What follows belongs to an exercise in optimizing a design on an open flow for a short achievable clock period and few clock cycles; a production flow would make more cautious choices. Power is estimated from default activity; no workload was simulated.

==> raven: inputs <==
// cpuTop
module cpuTop (
    input  logic clock,
    input  logic rstN,
    output logic [31:0] imemAddress,
    input  logic [31:0] imemData,
    output logic [31:0] dmemAddress,
    output logic [31:0] dmemData,
    output logic dmemWren,
    input  logic [31:0] dmemQ
);
Settings: LEC_CHECK=0, ABC_CLOCK_PERIOD_IN_PS=3500, CAP_MARGIN=20, CELL_PAD_IN_SITES_DETAIL_PLACEMENT=1, CELL_PAD_IN_SITES_GLOBAL_PLACEMENT=2, CORE_MARGIN=2, CORE_UTILIZATION=35, SLEW_MARGIN=20; clock period 9.0 ns.
standard.sh (not shown) runs the stock make flow with config.mk's settings and CLKGATE_MAP_FILE= SYNTH_SCRIPT=/design/flow/synth_recipe.tcl, a recipe that flattens the netlist after the stock synthesis.
==> flow/flow/run.sh <==
#!/bin/bash
set -euo pipefail
export BUFFER_PORTS_ARGS="-buffer_cell sky130_fd_sc_hd__buf_4"
export SETUP_SLACK_MARGIN=6.5
bash standard.sh > standard_flow.log 2>&1
==> lagoon (differences from raven) <==
--- a/flow/design.v
+++ b/flow/design.v
@@ -126,12 +126,13 @@
     logic [4:0]  srcAD, srcBD, destD;
     logic [31:1] ohAD, ohBD;                   
     logic        isAddiD, isLwD, isSwD, isBrD, isBltD, isJrD, isJalD, weD, useAD, useBD;
     logic [4:0]  fnD, shD;
     logic [16:0] immD;
-    logic [31:0] pcP1D, altD, predTgtD;
+    logic [31:0] pcP1D, predTgtD;
     logic        predTkD, jrLinkD;
+    logic [1:0]  bpCtrD, bpCtrE, bpCtrM;       
     logic [bpBits-1:0] bpIdxD;
     logic        vE, weE, ldE, stE, brE, bltE, jrE, jalE;
     logic [4:0]  rdE, shE;
     logic [31:0] xE, yE, sE;
     logic        fXmE, fYmE, fSmE;
@@ -153,15 +154,16 @@
     logic        stall, redirect;
     logic [4:0]  opF, rdF, rsF, rtF, srcBF;
     logic        isBrF, isJF, isJrF, isJalF;
     logic [31:0] pcP1F, brTgtF, jTgtF, jrTgtF, linkF, fetchNext, nextPc;
     logic        predTkF, bpHit;
-    logic [16:0] lowSum;
-    logic        lowCy;
-    logic [14:0] upP1, upM1, upSel;
+    logic [11:0] lowSum;
+    logic        lowCy, shortF;
+    logic [19:0] upP1, upM1, upSel;
     logic [bpBits-1:0] bpIdxF;
-    assign imemAddress = pc;
+    logic [31:0] pcOutN, resOutN;
+    assign imemAddress = ~pcOutN;
     assign opF    = imemData[31:27];
     assign rdF    = imemData[26:22];
     assign rsF    = imemData[21:17];
     assign rtF    = imemData[16:12];
     assign isBrF  = opF == opBne || opF == opBlt;
@@ -176,42 +178,47 @@
             assign pcP1F[i] = pc[i] ^ (&pc[i-1:0]);
         end
     end
     assign jTgtF  = {5'b0, imemData[26:0]};
     assign bpIdxF = pc[bpBits-1:0];
-    pfxAdd #(.W(17)) brAdd (.a(pc[16:0]), .b(imemData[16:0]), .cin(1'b1), .s(lowSum), .cout(lowCy));
-    for (genvar i = 0; i < 15; i++) begin : updn
+    assign shortF = (&imemData[16:11]) || !(|imemData[16:11]);
+    pfxAdd #(.W(12)) brAdd (.a(pc[11:0]), .b(imemData[11:0]), .cin(1'b1), .s(lowSum), .cout(lowCy));
+    for (genvar i = 0; i < 20; i++) begin : updn
         if (i == 0) begin : b0
-            assign upP1[i] = !pc[17];
-            assign upM1[i] = !pc[17];
+            assign upP1[i] = !pc[12];
+            assign upM1[i] = !pc[12];
         end else begin : bn
-            assign upP1[i] = pc[17+i] ^ (&pc[17+i-1:17]);
-            assign upM1[i] = pc[17+i] ^ !(|pc[17+i-1:17]);
+            assign upP1[i] = pc[12+i] ^ (&pc[12+i-1:12]);
+            assign upM1[i] = pc[12+i] ^ !(|pc[12+i-1:12]);
         end
     end
-    logic [14:0] upIfCy, upIfNoCy;
-    assign upIfCy   = imemData[16] ? pc[31:17] : upP1;
-    assign upIfNoCy = imemData[16] ? upM1 : pc[31:17];
+    logic [19:0] upIfCy, upIfNoCy;
+    assign upIfCy   = imemData[11] ? pc[31:12] : upP1;
+    assign upIfNoCy = imemData[11] ? upM1 : pc[31:12];
     assign upSel    = lowCy ? upIfCy : upIfNoCy;
     assign brTgtF   = {upSel, lowSum};
     assign linkF  = redirQ ? archLink : specLink;
     assign jrTgtF = (rdF == 5'd31) ? linkF : jtTab[pc[jtBits-1:0]];
-    assign bpHit  = bpSeen[bpIdxF] ? bpTab[bpIdxF][1] : (opF == opBne || imemData[16]);
-    assign predTkF  = isJF || isJalF || isJrF || (isBrF && bpHit);
+    logic bpStatF;
+    assign bpStatF = opF == opBne || imemData[16];
+    assign bpHit  = bpSeen[bpIdxF] ? bpTab[bpIdxF][1] : bpStatF;
+    assign predTkF  = isJF || isJalF || isJrF || (isBrF && bpHit && shortF);
     logic selBrF;
-    assign selBrF = !redirect && !stall && isBrF && bpHit;
+    assign selBrF = !redirect && !stall && isBrF && bpHit && shortF;
     assign fetchNext = redirect ? tgtM : stall ? pc :
                        (isJF || isJalF) ? jTgtF : isJrF ? jrTgtF : pcP1F;
     assign nextPc = selBrF ? brTgtF : fetchNext;
     always_ff @(posedge clock or negedge rstN) begin
         if (!rstN) begin
             pc <= '0;
+            pcOutN <= '1;
             vD <= 1'b0;
             specLink <= '0;
             redirQ <= 1'b0;
         end else begin
             pc <= nextPc;
+            pcOutN <= ~nextPc;
             vD <= !redirect;
             redirQ <= redirect;
             specLink <= (!stall && isJalF) ? pcP1F : linkF;
         end
     end
@@ -236,13 +243,13 @@
             useBD <= opF == opR || isBrF || isJrF;
             fnD <= (opF == opR) ? imemData[6:2] : 5'd0;
             shD <= imemData[11:7];
             immD <= imemData[16:0];
             pcP1D <= pcP1F;
-            altD <= predTkF ? pcP1F : brTgtF;
             predTgtD <= jrTgtF;
             predTkD <= predTkF;
+            bpCtrD <= bpSeen[bpIdxF] ? bpTab[bpIdxF] : {bpStatF, !bpStatF};
             jrLinkD <= rdF == 5'd31;
             bpIdxD <= bpIdxF;
         end
     end
     logic [31:0] rfA, rfB, rA, rB, immExtD, wbNext;
@@ -259,10 +266,12 @@
     assign pwA = weM && rdM == srcAD;
     assign pwB = weM && rdM == srcBD;
     assign rA = pwA ? wbNext : (weW && rdW == srcAD) ? wbW : rfA;
     assign rB = pwB ? wbNext : (weW && rdW == srcBD) ? wbW : rfB;
     assign immExtD = {{15{immD[16]}}, immD};
+    logic [31:0] brTgtD;
+    assign brTgtD = pcP1D + immExtD;
     assign immSelD = isAddiD || isLwD || isSwD;
     assign ldHazD = vD && ldE && ((useAD && srcAD == rdE) || (useBD && srcBD == rdE));
     assign stall = ldHazD && !(isBrD || isJrD);
     always_ff @(posedge clock or negedge rstN) begin
         if (!rstN) begin
@@ -297,13 +306,14 @@
         selSllE  <= fnD == 5'd4;
         selSraE  <= fnD == 5'd5;
         selLinkE <= isJalD;
         selAddE  <= !isJalD && !(fnD >= 5'd1 && fnD <= 5'd5);
         pcP1E <= pcP1D;
-        altE <= altD;
+        altE <= predTkD ? pcP1D : brTgtD;
         predTgtE <= predTgtD;
         predTkE <= predTkD;
+        bpCtrE <= bpCtrD;
         jrLinkE <= jrLinkD;
         bpIdxE <= bpIdxD;
     end
     logic [31:0] X, Y, S, Xc, Yc, sum, diff, other, res, sraRes;
     logic        ltU, ne, lt, takenE, cyS, cyD, misE;
@@ -338,16 +348,18 @@
             jrM <= jrE && !redirect && !jrLinkE;
         end
     end
     always_ff @(posedge clock) begin
         resM <= res;
+        resOutN <= ~res;
         rdM <= rdE;
         sdM <= sdLdE ? dmemQ : S;
         tgtM <= jrE ? Yc : altE;
         jrTgtM <= Yc;
         takenM <= takenE;
         predTkM <= predTkE;
+        bpCtrM <= bpCtrE;
         bpIdxM <= bpIdxE;
     end
     always_ff @(posedge clock or negedge rstN) begin
         if (!rstN) begin
             archLink <= '0;
@@ -358,16 +370,16 @@
             for (int i = 0; i < (1<<jtBits); i++) jtTab[i] <= '0;
         end else begin
             if (jalE && !redirect) archLink <= pcP1E;
             if (brM) begin
                 bpSeen[bpIdxM] <= 1'b1;
-                bpTab[bpIdxM] <= bpNext(bpSeen[bpIdxM] ? bpTab[bpIdxM] : {predTkM, !predTkM}, takenM);
+                bpTab[bpIdxM] <= bpNext(bpCtrM, takenM);
             end
             if (jrM) jtTab[bpIdxM[jtBits-1:0]] <= jrTgtM;
         end
     end
-    assign dmemAddress = resM;
+    assign dmemAddress = ~resOutN;
     assign dmemData = sdM;
     assign dmemWren = wrenM;
     always_ff @(posedge clock or negedge rstN) begin
         if (!rstN) weW <= 1'b0;
         else weW <= weM;
==> run summary <==
- In raven the combinational power is higher than in lagoon, by 27%.
- In raven the routed wire length is larger than in lagoon, by 3.9%.
- Against lagoon, the cell area of raven is lower by 0.61%.
- First-iteration DRC count: raven is higher than lagoon (about 9%).
Function was not checked in any run of this note: the RTL went through the layout flow alone.

-- separate check: timing with driven ports --
No port has a modelled driver above. Below, the same layouts with a new extraction and two added sets of constraints. Step 1 assumes that a clkbuf_16 drives the clock port and a buf_2 every other input. Step 2 also shifts input and output timing later by t, the mid clock arrival at the registers, as if the neighbouring blocks saw the same clock. Slacks: ideal ports / drivers / drivers and shift; pairs: ideal ports / drivers.
run | t, ns | slack for setup (ns) | worst setup path after step 2 | clock arrival spread, ns | worst data-port slew with drivers (ns)
raven | 1.024 | 5.024 / 4.985 / 3.961 | input to register | 0.109 / 0.109 | 0.21
lagoon | 1.017 | 5.166 / 5.166 / 4.237 | input to register | 0.046 / 0.046 | 0.21
After both steps setup and hold are still met in every run listed. The setup slack of raven, which loses most, moves by -0.039 ns with the drivers and by -1.063 ns with both steps.
